Context: an optimization exercise on an open-source flow, tuned for small area and a short achievable clock period. The choices shown serve that exercise and are no tape-out recipe. Where RTL was checked, it was by simulation tests only, not by an equivalence proof against the original.

==> build 1: inputs <==
==> flow/design.v <==
package life_pkg;
    localparam logic [8:0] CONWAY_BIRTH   = 9'b000001000;
    localparam logic [8:0] CONWAY_SURVIVE = 9'b000001100;
endpackage
module life_rule_cell (
    input  logic [1:0] s_l_n,
    input  logic [1:0] s_c_n,
    input  logic [1:0] s_r_n,
    input  logic       self_n,
    input  logic [8:0] birth_mask,
    input  logic [8:0] survive_mask,
    input  logic       birth8_n,      
    input  logic       birth0_n,      
    input  logic       survive8_n,    
    input  logic       survive0_n,    
    output logic       next
);
    logic t0_n, k1_n, x_n, y_n, t1, z, t2, t3;
    life_fa u_fa0 (.a(s_l_n[0]), .b(s_c_n[0]), .c(s_r_n[0]), .s(t0_n), .co(k1_n));
    life_fa u_fa1 (.a(s_l_n[1]), .b(s_c_n[1]), .c(s_r_n[1]), .s(x_n),  .co(y_n));
    life_xor2  u_t1 (.a(x_n), .b(k1_n), .y(t1));
    life_nor2  u_z  (.a(x_n), .b(k1_n), .y(z));
    life_xnor2 u_t2 (.a(y_n), .b(z), .y(t2));
    life_nor4  u_t3 (.a(s_l_n[1]), .b(s_c_n[1]), .c(s_r_n[1]), .d(k1_n), .y(t3));
    logic b0, s1, g0, g1, g2, g3;
    life_mux2i u_b0 (.d({birth8_n, birth0_n}),     .s(t3), .y(b0));
    life_mux2i u_s1 (.d({survive8_n, survive0_n}), .s(t3), .y(s1));
    life_mux4 u_g0 (.d({b0, birth_mask[1], survive_mask[7], s1}),             .s({self_n, t0_n}), .y(g0));
    life_mux4 u_g1 (.d({birth_mask[2], birth_mask[3], survive_mask[1], survive_mask[2]}), .s({self_n, t0_n}), .y(g1));
    life_mux4 u_g2 (.d({birth_mask[4], birth_mask[5], survive_mask[3], survive_mask[4]}), .s({self_n, t0_n}), .y(g2));
    life_mux4 u_g3 (.d({birth_mask[6], birth_mask[7], survive_mask[5], survive_mask[6]}), .s({self_n, t0_n}), .y(g3));
    life_mux4 u_m  (.d({g3, g2, g1, g0}),                                     .s({t2, t1}), .y(next));
endmodule
module life_fa (
    input  logic a,
    input  logic b,
    input  logic c,
    output logic s,
    output logic co
);
    assign s  = a ^ b ^ c;
    assign co = (a & b) | (a & c) | (b & c);
endmodule
module life_xor2 (input logic a, input logic b, output logic y);
    assign y = a ^ b;
endmodule
module life_xnor2 (input logic a, input logic b, output logic y);
    assign y = !(a ^ b);
endmodule
module life_nor2 (input logic a, input logic b, output logic y);
    assign y = !(a | b);
endmodule
module life_nor4 (input logic a, input logic b, input logic c, input logic d, output logic y);
    assign y = !(a | b | c | d);
endmodule
module life_mux4 (
    input  logic [3:0] d,
    input  logic [1:0] s,
    output logic       y
);
    assign y = d[s];
endmodule
module life_mux2i (
    input  logic [1:0] d,
    input  logic       s,
    output logic       y
);
    assign y = !d[s];
endmodule
module life_ha (
    input  logic a,
    input  logic b,
    output logic s,
    output logic co
);
    assign s  = a ^ b;
    assign co = a & b;
endmodule
module life_popcount32 (
    input  logic [31:0] x,
    output logic [5:0] y
);
    logic s0, c0, s1, c1, s2, c2, s3, c3;
    logic s4, c4, s5, c5, s6, c6, s7, c7;
    logic s8, c8, s9, c9, s10, c10, s11, c11;
    logic s12, c12, s13, c13, s14, c14, s15, c15;
    logic s16, c16, s17, c17, s18, c18, s19, c19;
    logic s20, c20, s21, c21, s22, c22, s23, c23;
    logic s24, c24, s25, c25, s26, c26, s27, c27;
    logic s28, c28, s29, c29, s30, c30;
    life_fa u0 (.a(x[0]), .b(x[10]), .c(x[11]), .s(s0), .co(c0));
    life_fa u1 (.a(x[12]), .b(x[13]), .c(x[14]), .s(s1), .co(c1));
    life_fa u2 (.a(x[15]), .b(x[16]), .c(x[17]), .s(s2), .co(c2));
    life_fa u3 (.a(x[18]), .b(x[19]), .c(x[1]), .s(s3), .co(c3));
    life_fa u4 (.a(x[20]), .b(x[21]), .c(x[22]), .s(s4), .co(c4));
    life_fa u5 (.a(x[23]), .b(x[24]), .c(x[25]), .s(s5), .co(c5));
    life_fa u6 (.a(x[26]), .b(x[27]), .c(x[28]), .s(s6), .co(c6));
    life_fa u7 (.a(x[29]), .b(x[2]), .c(x[30]), .s(s7), .co(c7));
    life_fa u8 (.a(x[31]), .b(x[3]), .c(x[4]), .s(s8), .co(c8));
    life_fa u9 (.a(x[5]), .b(x[6]), .c(x[7]), .s(s9), .co(c9));
    life_fa u10 (.a(x[8]), .b(x[9]), .c(s0), .s(s10), .co(c10));
    life_fa u11 (.a(s1), .b(s2), .c(s3), .s(s11), .co(c11));
    life_fa u12 (.a(s4), .b(s5), .c(s6), .s(s12), .co(c12));
    life_fa u13 (.a(s7), .b(s8), .c(s9), .s(s13), .co(c13));
    life_fa u14 (.a(s10), .b(s11), .c(s12), .s(s14), .co(c14));
    life_ha u15 (.a(s13), .b(s14), .s(s15), .co(c15));
    life_fa u16 (.a(c0), .b(c1), .c(c2), .s(s16), .co(c16));
    life_fa u17 (.a(c3), .b(c4), .c(c5), .s(s17), .co(c17));
    life_fa u18 (.a(c6), .b(c7), .c(c8), .s(s18), .co(c18));
    life_fa u19 (.a(c9), .b(c10), .c(c11), .s(s19), .co(c19));
    life_fa u20 (.a(c12), .b(c13), .c(s16), .s(s20), .co(c20));
    life_fa u21 (.a(s17), .b(s18), .c(c14), .s(s21), .co(c21));
    life_fa u22 (.a(s19), .b(s20), .c(c15), .s(s22), .co(c22));
    life_ha u23 (.a(s21), .b(s22), .s(s23), .co(c23));
    life_fa u24 (.a(c16), .b(c17), .c(c18), .s(s24), .co(c24));
    life_fa u25 (.a(c19), .b(c20), .c(s24), .s(s25), .co(c25));
    life_fa u26 (.a(c21), .b(s25), .c(c22), .s(s26), .co(c26));
    life_ha u27 (.a(c23), .b(s26), .s(s27), .co(c27));
    life_fa u28 (.a(c24), .b(c25), .c(c26), .s(s28), .co(c28));
    life_ha u29 (.a(c27), .b(s28), .s(s29), .co(c29));
    life_ha u30 (.a(c28), .b(c29), .s(s30), .co(c30));
    assign y[0] = s15;
    assign y[1] = s23;
    assign y[2] = s27;
    assign y[3] = s29;
    assign y[4] = s30;
    assign y[5] = c30;
endmodule
module life_row_engine #(
    parameter int WIDTH  = 64,
    parameter int HEIGHT = 32,
    parameter int WRAP   = 0
) (
    input  logic                                 clk,
    input  logic                                 rst_n,
    input  logic                                 start,
    input  logic [8:0]                           birth_mask,
    input  logic [8:0]                           survive_mask,
    input  logic                                 in_valid,
    output logic                                 in_ready,
    input  logic [WIDTH-1:0]                     in_row,
    output logic                                 out_valid,
    input  logic                                 out_ready,
    output logic [WIDTH-1:0]                     out_row,
    output logic                                 out_last,
    output logic                                 busy,
    output logic                                 gen_done,
    output logic [$clog2(WIDTH*HEIGHT+1)-1:0]    alive_count,
    output logic                                 stable
);
    localparam int CW = $clog2(WIDTH*HEIGHT+1);
    localparam int RW = $clog2(HEIGHT);
    logic             st_fill, st_run, st_drain, st_last;
    logic [8:0]       birth_q, survive_q;
    logic             birth8_n, birth0_n, survive8_n, survive0_n;
    logic [WIDTH-1:0] prev_row_n, cur_row_n, below_row_n, new_row;
    logic [RW-1:0]    row_cnt;
    logic             pend;
    logic             rdy_base;
    logic             out_free, start_go, take_fill, load_run, load_drain, load, shift, last_row;
    assign rdy_base = st_fill | (st_run & !out_valid);
    life_ready u_ready (.run(st_run), .out_ready(out_ready), .base(rdy_base), .ready(in_ready));
    always_comb begin
        busy       = st_fill | st_run | st_drain | st_last;
        out_free   = !out_valid || out_ready;
        start_go   = !busy && start;
        take_fill  = st_fill && in_valid;
        load_run   = st_run && in_valid && out_free;
        load_drain = st_drain && out_free;
        load       = load_run | load_drain;
        shift      = take_fill | load;
        last_row   = (row_cnt == RW'(HEIGHT - 1));
        out_last   = st_last;    
    end
    always_ff @(posedge clk or negedge rst_n) begin
        if (!rst_n) begin
            st_fill   <= 1'b0;
            st_run    <= 1'b0;
            st_drain  <= 1'b0;
            st_last   <= 1'b0;
            row_cnt   <= '0;
            out_valid <= 1'b0;
            gen_done  <= 1'b0;
            pend      <= 1'b0;
        end else begin
            st_fill   <= start_go | (st_fill & !in_valid);
            st_run    <= take_fill | (st_run & !(load_run & last_row));
            st_drain  <= (load_run & last_row) | (st_drain & !out_free);
            st_last   <= load_drain | (st_last & !out_ready);
            gen_done  <= st_last & out_valid & out_ready;
            out_valid <= load | (out_valid & !out_ready);
            pend      <= load;
            if (take_fill | load_run) row_cnt <= row_cnt + RW'(1);
        end
    end
    always_ff @(posedge clk) begin
        if (start_go) begin
            birth_q    <= birth_mask;
            survive_q  <= survive_mask;
            birth8_n   <= !birth_mask[8];
            birth0_n   <= !birth_mask[0];
            survive8_n <= !survive_mask[8];
            survive0_n <= !survive_mask[0];
        end
        if (shift) prev_row_n <= cur_row_n;
        if (shift | !busy) cur_row_n <= below_row_n;
        if (load)  out_row  <= new_row;
    end
    assign below_row_n = ~(in_row & {WIDTH{st_fill | st_run}});
    logic [1:0] col_n [WIDTH+2];
    assign col_n[0]       = 2'b11;
    assign col_n[WIDTH+1] = 2'b11;
    for (genvar j = 0; j < WIDTH; j++) begin : g_col
        life_fa u_col (.a(prev_row_n[j]), .b(cur_row_n[j]), .c(below_row_n[j]),
                       .s(col_n[j+1][0]), .co(col_n[j+1][1]));
    end
    for (genvar i = 0; i < WIDTH; i++) begin : g_cell
        life_rule_cell u_cell (
            .s_l_n (col_n[i]),
            .s_c_n (col_n[i+1]),
            .s_r_n (col_n[i+2]),
            .self_n(cur_row_n[i]),
            .birth_mask  (birth_q),
            .survive_mask(survive_q),
            .birth8_n    (birth8_n),
            .birth0_n    (birth0_n),
            .survive8_n  (survive8_n),
            .survive0_n  (survive0_n),
            .next(new_row[i])
        );
    end
    localparam int HW  = WIDTH / 2;
    localparam int HPW = $clog2(HW + 1);
    localparam int PW  = $clog2(WIDTH + 1);
    logic [HPW-1:0] pop_lo, pop_hi;
    logic [PW-1:0]  row_pop;
    logic [CW-1:0]  alive_q;
    life_popcount32 u_pop_lo (.x(out_row[HW-1:0]),     .y(pop_lo));
    life_popcount32 u_pop_hi (.x(out_row[WIDTH-1:HW]), .y(pop_hi));
    assign alive_count = alive_q + CW'(row_pop);
    always_ff @(posedge clk) begin
        row_pop <= pend ? PW'(pop_lo) + PW'(pop_hi) : '0;
        if (start_go) begin
            alive_q <= '0;
            stable  <= 1'b1;
        end else begin
            alive_q <= alive_count;
            if (pend && (out_row ^ prev_row_n) != '1) stable <= 1'b0;
        end
    end
endmodule
module life_ready (
    input  logic run,
    input  logic out_ready,
    input  logic base,
    output logic ready
);
    assign ready = (run & out_ready) | base;
endmodule
==> flow/flow/run.sh <==
#!/bin/bash
# The standard synthesis and layout, with these changes to the layout steps:
# - the synthesized combinational cells start as the smallest cell of their kind
#   (flow/downsize.tcl), so that timing repair only grows the ones that need it;
# - the port buffers are the cell named in flow/port_buffer.txt;
# - timing repair aims for the setup slack in flow/setup_margin.txt;
# - clock tree synthesis takes the arguments in flow/cts_args.txt, if present.
set -uo pipefail
cd "$(dirname "$0")/.."
bash standard.sh synth > synth.log 2>&1 || exit 1
export PRE_FLOORPLAN_TCL="$(pwd)/flow/downsize.tcl"
export BUFFER_PORTS_ARGS="-buffer_cell $(cat flow/port_buffer.txt)"
export SETUP_SLACK_MARGIN=$(cat flow/setup_margin.txt)
if [[ -f flow/cts_args.txt ]]; then
  export CTS_ARGS="$(cat flow/cts_args.txt)"
fi
bash standard.sh > layout.log 2>&1
==> flow/flow/cts_args.txt <==
-sink_clustering_enable -repair_clock_nets -buf_list sky130_fd_sc_hd__clkbuf_8 -dont_use_dummy_load -sink_clustering_size 12 -sink_clustering_max_diameter 100
==> flow/flow/downsize.tcl <==
# Swap every combinational cell for the smallest-area cell of its kind (same function,
# another drive strength), so that timing repair only grows the cells whose paths
# need it.
set n_down 0
foreach inst [get_cells *] {
  set ref [get_property $inst ref_name]
  if {![regexp {^(sky130_fd_sc_hd__([a-z0-9]+))_([0-9]+)$} $ref -> base kind drive]} { continue }
  if {[regexp {^(e?df|sdf|dl|tap|fill|decap|conb|clk|dly|probe|lpflow)} $kind]} { continue }
  set best_area [get_property [get_lib_cells $ref] area]
  set best ""
  foreach lc [get_lib_cells -quiet ${base}_*] {
    set name [get_property $lc name]
    if {![regexp "^${base}_\[0-9\]+\$" $name]} { continue }
    set a [get_property $lc area]
    if {$a < $best_area - 1e-6} {
      set best_area $a
      set best $lc
    }
  }
  if {$best ne ""} {
    replace_cell $inst $best
    incr n_down
  }
}
puts "downsize.tcl: swapped $n_down cells for smaller ones"
==> flow/flow/port_buffer.txt <==
sky130_fd_sc_hd__buf_1
==> flow/flow/setup_margin.txt <==
6.5
==> flow/standard.sh <==
#!/bin/bash
# synth_recipe.tcl (not shown) runs the flow's synth.tcl, then flattens the netlist and writes it again
# the make line also repeats each setting of config.mk as NAME=value (left out here)
make -C /OpenROAD-flow-scripts/flow DESIGN_CONFIG=/design/flow/config.mk WORK_HOME=/design/flow/orfs CLKGATE_MAP_FILE= SYNTH_SCRIPT=/design/flow/synth_recipe.tcl "${@:-finish}"
==> flow/config.mk <==
export PLATFORM = sky130hd
export DESIGN_NAME = life_row_engine
export DESIGN_NICKNAME = life_row_engine
export VERILOG_FILES = /design/flow/design.v
export SDC_FILE = /design/flow/constraint.sdc
export NUM_CORES = 4
export LEC_CHECK = 0
export CAP_MARGIN = 20
export CORE_MARGIN = 2
export CORE_UTILIZATION = 40
export SLEW_MARGIN = 20
export SYNTH_HIERARCHICAL = 1
==> flow/constraint.sdc <==
create_clock -name core_clock -period 11.5 [get_ports {clk}]
set_input_delay 2.3000 -clock core_clock [delete_from_list [all_inputs] [get_ports {clk}]]
set_output_delay 2.3000 -clock core_clock [all_outputs]
set_load 0.01 [all_outputs]
==> inputs of build 55, as changes to build 1 <==
==> flow/design.v, changed modules only <==
module life_rule_cell (
    input  logic [1:0] s_l,
    input  logic [1:0] s_c,
    input  logic [1:0] s_r,
    input  logic       self,
    input  logic [8:0] birth_mask,
    input  logic [8:0] survive_mask,
    output logic       next
);
    logic t0, k1, x, y, t1, z, t2, t3;
    life_fa u_fa0 (.a(s_l[0]), .b(s_c[0]), .c(s_r[0]), .s(t0), .co(k1));
    life_fa u_fa1 (.a(s_l[1]), .b(s_c[1]), .c(s_r[1]), .s(x),  .co(y));
    life_ha u_ha0 (.a(x), .b(k1), .s(t1), .co(z));
    assign t2 = y ^ z;
    assign t3 = s_l[1] & s_c[1] & s_r[1] & k1;
    logic b0, s1, b_lo, b_hi, s_lo, s_hi;
    life_mux2 u_b0   (.d({birth_mask[8], birth_mask[0]}),     .s(t3), .y(b0));
    life_mux2 u_s1   (.d({survive_mask[8], survive_mask[0]}), .s(t3), .y(s1));
    life_mux4 u_b_lo (.d({birth_mask[3:1], b0}),              .s({t1, t0}), .y(b_lo));
    life_mux4 u_b_hi (.d(birth_mask[7:4]),                    .s({t1, t0}), .y(b_hi));
    life_mux4 u_s_lo (.d({survive_mask[2:1], s1, survive_mask[7]}), .s({t1, t0}), .y(s_lo));
    life_mux4 u_s_hi (.d(survive_mask[6:3]),                  .s({t1, t0}), .y(s_hi));
    life_mux4 u_m    (.d({s_hi, s_lo, b_hi, b_lo}),           .s({self, t2}), .y(next));
endmodule
module life_mux2 (
    input  logic [1:0] d,
    input  logic       s,
    output logic       y
);
    assign y = d[s];
endmodule
module life_row_engine #(
    parameter int WIDTH  = 64,
    parameter int HEIGHT = 32,
    parameter int WRAP   = 0
) (
    input  logic                                 clk,
    input  logic                                 rst_n,
    input  logic                                 start,
    input  logic [8:0]                           birth_mask,
    input  logic [8:0]                           survive_mask,
    input  logic                                 in_valid,
    output logic                                 in_ready,
    input  logic [WIDTH-1:0]                     in_row,
    output logic                                 out_valid,
    input  logic                                 out_ready,
    output logic [WIDTH-1:0]                     out_row,
    output logic                                 out_last,
    output logic                                 busy,
    output logic                                 gen_done,
    output logic [$clog2(WIDTH*HEIGHT+1)-1:0]    alive_count,
    output logic                                 stable
);
    localparam int CW = $clog2(WIDTH*HEIGHT+1);
    localparam int RW = $clog2(HEIGHT);
    logic             st_fill, st_run, st_drain, st_last;
    logic [8:0]       birth_q, survive_q;
    logic [WIDTH-1:0] prev_row, cur_row, below_row, new_row;
    logic [RW-1:0]    row_cnt;
    logic             pend;
    logic             rdy_base;
    logic             out_free, start_go, take_fill, load_run, load_drain, load, shift, last_row;
    assign rdy_base = st_fill | (st_run & !out_valid);
    life_ready u_ready (.run(st_run), .out_ready(out_ready), .base(rdy_base), .ready(in_ready));
    always_comb begin
        busy       = st_fill | st_run | st_drain | st_last;
        out_free   = !out_valid || out_ready;
        start_go   = !busy && start;
        take_fill  = st_fill && in_valid;
        load_run   = st_run && in_valid && out_free;
        load_drain = st_drain && out_free;
        load       = load_run | load_drain;
        shift      = take_fill | load;
        last_row   = (row_cnt == RW'(HEIGHT - 1));
        out_last   = st_last;    
    end
    always_ff @(posedge clk or negedge rst_n) begin
        if (!rst_n) begin
            st_fill   <= 1'b0;
            st_run    <= 1'b0;
            st_drain  <= 1'b0;
            st_last   <= 1'b0;
            row_cnt   <= '0;
            out_valid <= 1'b0;
            gen_done  <= 1'b0;
            pend      <= 1'b0;
        end else begin
            st_fill   <= start_go | (st_fill & !in_valid);
            st_run    <= take_fill | (st_run & !(load_run & last_row));
            st_drain  <= (load_run & last_row) | (st_drain & !out_free);
            st_last   <= load_drain | (st_last & !out_ready);
            gen_done  <= st_last & out_valid & out_ready;
            out_valid <= load | (out_valid & !out_ready);
            pend      <= load;
            if (take_fill | load_run) row_cnt <= row_cnt + RW'(1);
        end
    end
    always_ff @(posedge clk) begin
        if (start_go) begin
            birth_q   <= birth_mask;
            survive_q <= survive_mask;
        end
        if (shift) prev_row <= cur_row;
        if (shift | !busy) cur_row <= below_row;
        if (load)  out_row  <= new_row;
    end
    assign below_row = (st_fill | st_run) ? in_row : '0;
    logic [1:0] col [WIDTH+2];
    assign col[0]       = 2'd0;
    assign col[WIDTH+1] = 2'd0;
    for (genvar j = 0; j < WIDTH; j++) begin : g_col
        life_fa u_col (.a(prev_row[j]), .b(cur_row[j]), .c(below_row[j]),
                       .s(col[j+1][0]), .co(col[j+1][1]));
    end
    for (genvar i = 0; i < WIDTH; i++) begin : g_cell
        life_rule_cell u_cell (
            .s_l (col[i]),
            .s_c (col[i+1]),
            .s_r (col[i+2]),
            .self(cur_row[i]),
            .birth_mask  (birth_q),
            .survive_mask(survive_q),
            .next(new_row[i])
        );
    end
    localparam int HW  = WIDTH / 2;
    localparam int HPW = $clog2(HW + 1);
    localparam int PW  = $clog2(WIDTH + 1);
    logic [HPW-1:0] pop_lo, pop_hi;
    logic [PW-1:0]  row_pop;
    logic [CW-1:0]  alive_q;
    life_popcount32 u_pop_lo (.x(out_row[HW-1:0]),     .y(pop_lo));
    life_popcount32 u_pop_hi (.x(out_row[WIDTH-1:HW]), .y(pop_hi));
    assign alive_count = alive_q + CW'(row_pop);
    always_ff @(posedge clk) begin
        row_pop <= pend ? PW'(pop_lo) + PW'(pop_hi) : '0;
        if (start_go) begin
            alive_q <= '0;
            stable  <= 1'b1;
        end else begin
            alive_q <= alive_count;
            if (pend && out_row != prev_row) stable <= 1'b0;
        end
    end
endmodule
// module life_xor2 removed
// module life_xnor2 removed
// module life_nor2 removed
// module life_nor4 removed
// module life_mux2i removed
==> flow/flow/cts_args.txt (replaced) <==
-sink_clustering_enable -repair_clock_nets -buf_list sky130_fd_sc_hd__clkbuf_8 -dont_use_dummy_load
==> flow/flow/port_buffer.txt (replaced) <==
sky130_fd_sc_hd__buf_2
==> inputs of trial 46, as changes to build 1 <==
==> flow/design.v, changed modules only <==
module life_rule_cell (
    input  logic [1:0] s_l,
    input  logic [1:0] s_c,
    input  logic [1:0] s_r,
    input  logic       self,
    input  logic [8:0] birth_mask,
    input  logic [8:0] survive_mask,
    input  logic       birth8_n,      
    input  logic       birth0_n,      
    input  logic       survive8_n,    
    input  logic       survive0_n,    
    output logic       next
);
    logic t0, k1, x, y, t1, z, t2, t3;
    life_fa u_fa0 (.a(s_l[0]), .b(s_c[0]), .c(s_r[0]), .s(t0), .co(k1));
    life_fa u_fa1 (.a(s_l[1]), .b(s_c[1]), .c(s_r[1]), .s(x),  .co(y));
    life_ha u_ha0 (.a(x), .b(k1), .s(t1), .co(z));
    assign t2 = y ^ z;
    assign t3 = s_l[1] & s_c[1] & s_r[1] & k1;
    logic b0, s1, g0, g1, g2, g3;
    life_mux2i u_b0 (.d({birth8_n, birth0_n}),     .s(t3), .y(b0));
    life_mux2i u_s1 (.d({survive8_n, survive0_n}), .s(t3), .y(s1));
    life_mux4 u_g0 (.d({s1, survive_mask[7], birth_mask[1], b0}),                .s({self, t0}), .y(g0));
    life_mux4 u_g1 (.d({survive_mask[2:1], birth_mask[3:2]}),                    .s({self, t0}), .y(g1));
    life_mux4 u_g2 (.d({survive_mask[4:3], birth_mask[5:4]}),                    .s({self, t0}), .y(g2));
    life_mux4 u_g3 (.d({survive_mask[6:5], birth_mask[7:6]}),                    .s({self, t0}), .y(g3));
    life_mux4 u_m  (.d({g3, g2, g1, g0}),                                        .s({t2, t1}), .y(next));
endmodule
module life_row_engine #(
    parameter int WIDTH  = 64,
    parameter int HEIGHT = 32,
    parameter int WRAP   = 0
) (
    input  logic                                 clk,
    input  logic                                 rst_n,
    input  logic                                 start,
    input  logic [8:0]                           birth_mask,
    input  logic [8:0]                           survive_mask,
    input  logic                                 in_valid,
    output logic                                 in_ready,
    input  logic [WIDTH-1:0]                     in_row,
    output logic                                 out_valid,
    input  logic                                 out_ready,
    output logic [WIDTH-1:0]                     out_row,
    output logic                                 out_last,
    output logic                                 busy,
    output logic                                 gen_done,
    output logic [$clog2(WIDTH*HEIGHT+1)-1:0]    alive_count,
    output logic                                 stable
);
    localparam int CW = $clog2(WIDTH*HEIGHT+1);
    localparam int RW = $clog2(HEIGHT);
    logic             st_fill, st_run, st_drain, st_last;
    logic [8:0]       birth_q, survive_q;
    logic             birth8_n, birth0_n, survive8_n, survive0_n;
    logic [WIDTH-1:0] prev_row, cur_row, below_row, new_row;
    logic [RW-1:0]    row_cnt;
    logic             pend;
    logic             rdy_base;
    logic             out_free, start_go, take_fill, load_run, load_drain, load, shift, last_row;
    assign rdy_base = st_fill | (st_run & !out_valid);
    life_ready u_ready (.run(st_run), .out_ready(out_ready), .base(rdy_base), .ready(in_ready));
    always_comb begin
        busy       = st_fill | st_run | st_drain | st_last;
        out_free   = !out_valid || out_ready;
        start_go   = !busy && start;
        take_fill  = st_fill && in_valid;
        load_run   = st_run && in_valid && out_free;
        load_drain = st_drain && out_free;
        load       = load_run | load_drain;
        shift      = take_fill | load;
        last_row   = (row_cnt == RW'(HEIGHT - 1));
        out_last   = st_last;    
    end
    always_ff @(posedge clk or negedge rst_n) begin
        if (!rst_n) begin
            st_fill   <= 1'b0;
            st_run    <= 1'b0;
            st_drain  <= 1'b0;
            st_last   <= 1'b0;
            row_cnt   <= '0;
            out_valid <= 1'b0;
            gen_done  <= 1'b0;
            pend      <= 1'b0;
        end else begin
            st_fill   <= start_go | (st_fill & !in_valid);
            st_run    <= take_fill | (st_run & !(load_run & last_row));
            st_drain  <= (load_run & last_row) | (st_drain & !out_free);
            st_last   <= load_drain | (st_last & !out_ready);
            gen_done  <= st_last & out_valid & out_ready;
            out_valid <= load | (out_valid & !out_ready);
            pend      <= load;
            if (take_fill | load_run) row_cnt <= row_cnt + RW'(1);
        end
    end
    always_ff @(posedge clk) begin
        if (start_go) begin
            birth_q    <= birth_mask;
            survive_q  <= survive_mask;
            birth8_n   <= !birth_mask[8];
            birth0_n   <= !birth_mask[0];
            survive8_n <= !survive_mask[8];
            survive0_n <= !survive_mask[0];
        end
        if (shift) prev_row <= cur_row;
        if (shift | !busy) cur_row <= below_row;
        if (load)  out_row  <= new_row;
    end
    assign below_row = (st_fill | st_run) ? in_row : '0;
    logic [1:0] col [WIDTH+2];
    assign col[0]       = 2'd0;
    assign col[WIDTH+1] = 2'd0;
    for (genvar j = 0; j < WIDTH; j++) begin : g_col
        life_fa u_col (.a(prev_row[j]), .b(cur_row[j]), .c(below_row[j]),
                       .s(col[j+1][0]), .co(col[j+1][1]));
    end
    for (genvar i = 0; i < WIDTH; i++) begin : g_cell
        life_rule_cell u_cell (
            .s_l (col[i]),
            .s_c (col[i+1]),
            .s_r (col[i+2]),
            .self(cur_row[i]),
            .birth_mask  (birth_q),
            .survive_mask(survive_q),
            .birth8_n    (birth8_n),
            .birth0_n    (birth0_n),
            .survive8_n  (survive8_n),
            .survive0_n  (survive0_n),
            .next(new_row[i])
        );
    end
    localparam int HW  = WIDTH / 2;
    localparam int HPW = $clog2(HW + 1);
    localparam int PW  = $clog2(WIDTH + 1);
    logic [HPW-1:0] pop_lo, pop_hi;
    logic [PW-1:0]  row_pop;
    logic [CW-1:0]  alive_q;
    life_popcount32 u_pop_lo (.x(out_row[HW-1:0]),     .y(pop_lo));
    life_popcount32 u_pop_hi (.x(out_row[WIDTH-1:HW]), .y(pop_hi));
    assign alive_count = alive_q + CW'(row_pop);
    always_ff @(posedge clk) begin
        row_pop <= pend ? PW'(pop_lo) + PW'(pop_hi) : '0;
        if (start_go) begin
            alive_q <= '0;
            stable  <= 1'b1;
        end else begin
            alive_q <= alive_count;
            if (pend && out_row != prev_row) stable <= 1'b0;
        end
    end
endmodule
// module life_xor2 removed
// module life_xnor2 removed
// module life_nor2 removed
// module life_nor4 removed
==> comparison table <==
metric	trial 46	build 1	build 55
Run status	timing/DRC/antenna clean	timing/DRC/antenna clean	timing/DRC/antenna clean
Detailed-route wire length on metal 1	33200 um	32100 um	29800 um
Post-Syn Instances	1445	1512	1441
Fin crit period	4.97 ns	4.97 ns	4.97 ns
Num CTS Buffers	24	24	48
Setup ws final	6.53 ns	6.53 ns	6.53 ns
Final worst-path cycle share	43.2%	43.2%	43.2%
Final-layout clock-cell area share	1.22%	1.21%	2.40%
Final Skew	0.0353 ns	0.0644 ns	0.0472 ns
Initial antenna violation count	2	1	1
Row cnt	90	90	91
Avg Cell Area, Syn	17.0 sq um	16.0 sq um	-
Clock transition at the registers of the reported paths	0.08 ns	0.09 ns	0.05 ns
For build 1 and trial 46, only the layout was checked, not whether the RTL still works.

==> re-timing with driven ports <==
The flow's constraints put no driver on any port. The routed layouts listed below were extracted and timed again, unchanged, in two steps. Step 1, drivers: a clkbuf_16 drives clk and a buf_2 each remaining input, both assumed. Step 2, shift: input delay + t, output delay - t, t = (earliest + latest rising clock arrival at the registers) / 2. This alone moves slack from input paths to output paths. Slacks: no drivers / after step 1 / after step 2; pairs: no drivers / after step 1.
| run | shift t [ns] | setup WS [ns] | hold WS [ns] | worst setup path after step 2 | cell pins on the clock port's net |
|---|---|---|---|---|---|
| build 1 | 0.664 | 6.529 / 6.497 / 6.121 | 0.479 / 0.479 / 0.479 | input to register | 1 |
| build 55 | 0.671 | 6.530 / 6.498 / 5.941 | 0.471 / 0.471 / 0.471 | input to register | 1 |
| trial 46 | 0.674 | 6.531 / 6.496 / 6.010 | 0.480 / 0.480 / 0.480 | input to register | 1 |
After both steps setup and hold are still met in every run listed. The setup slack of build 55, which loses most, moves by -0.032 ns with the drivers and by -0.589 ns with both steps.
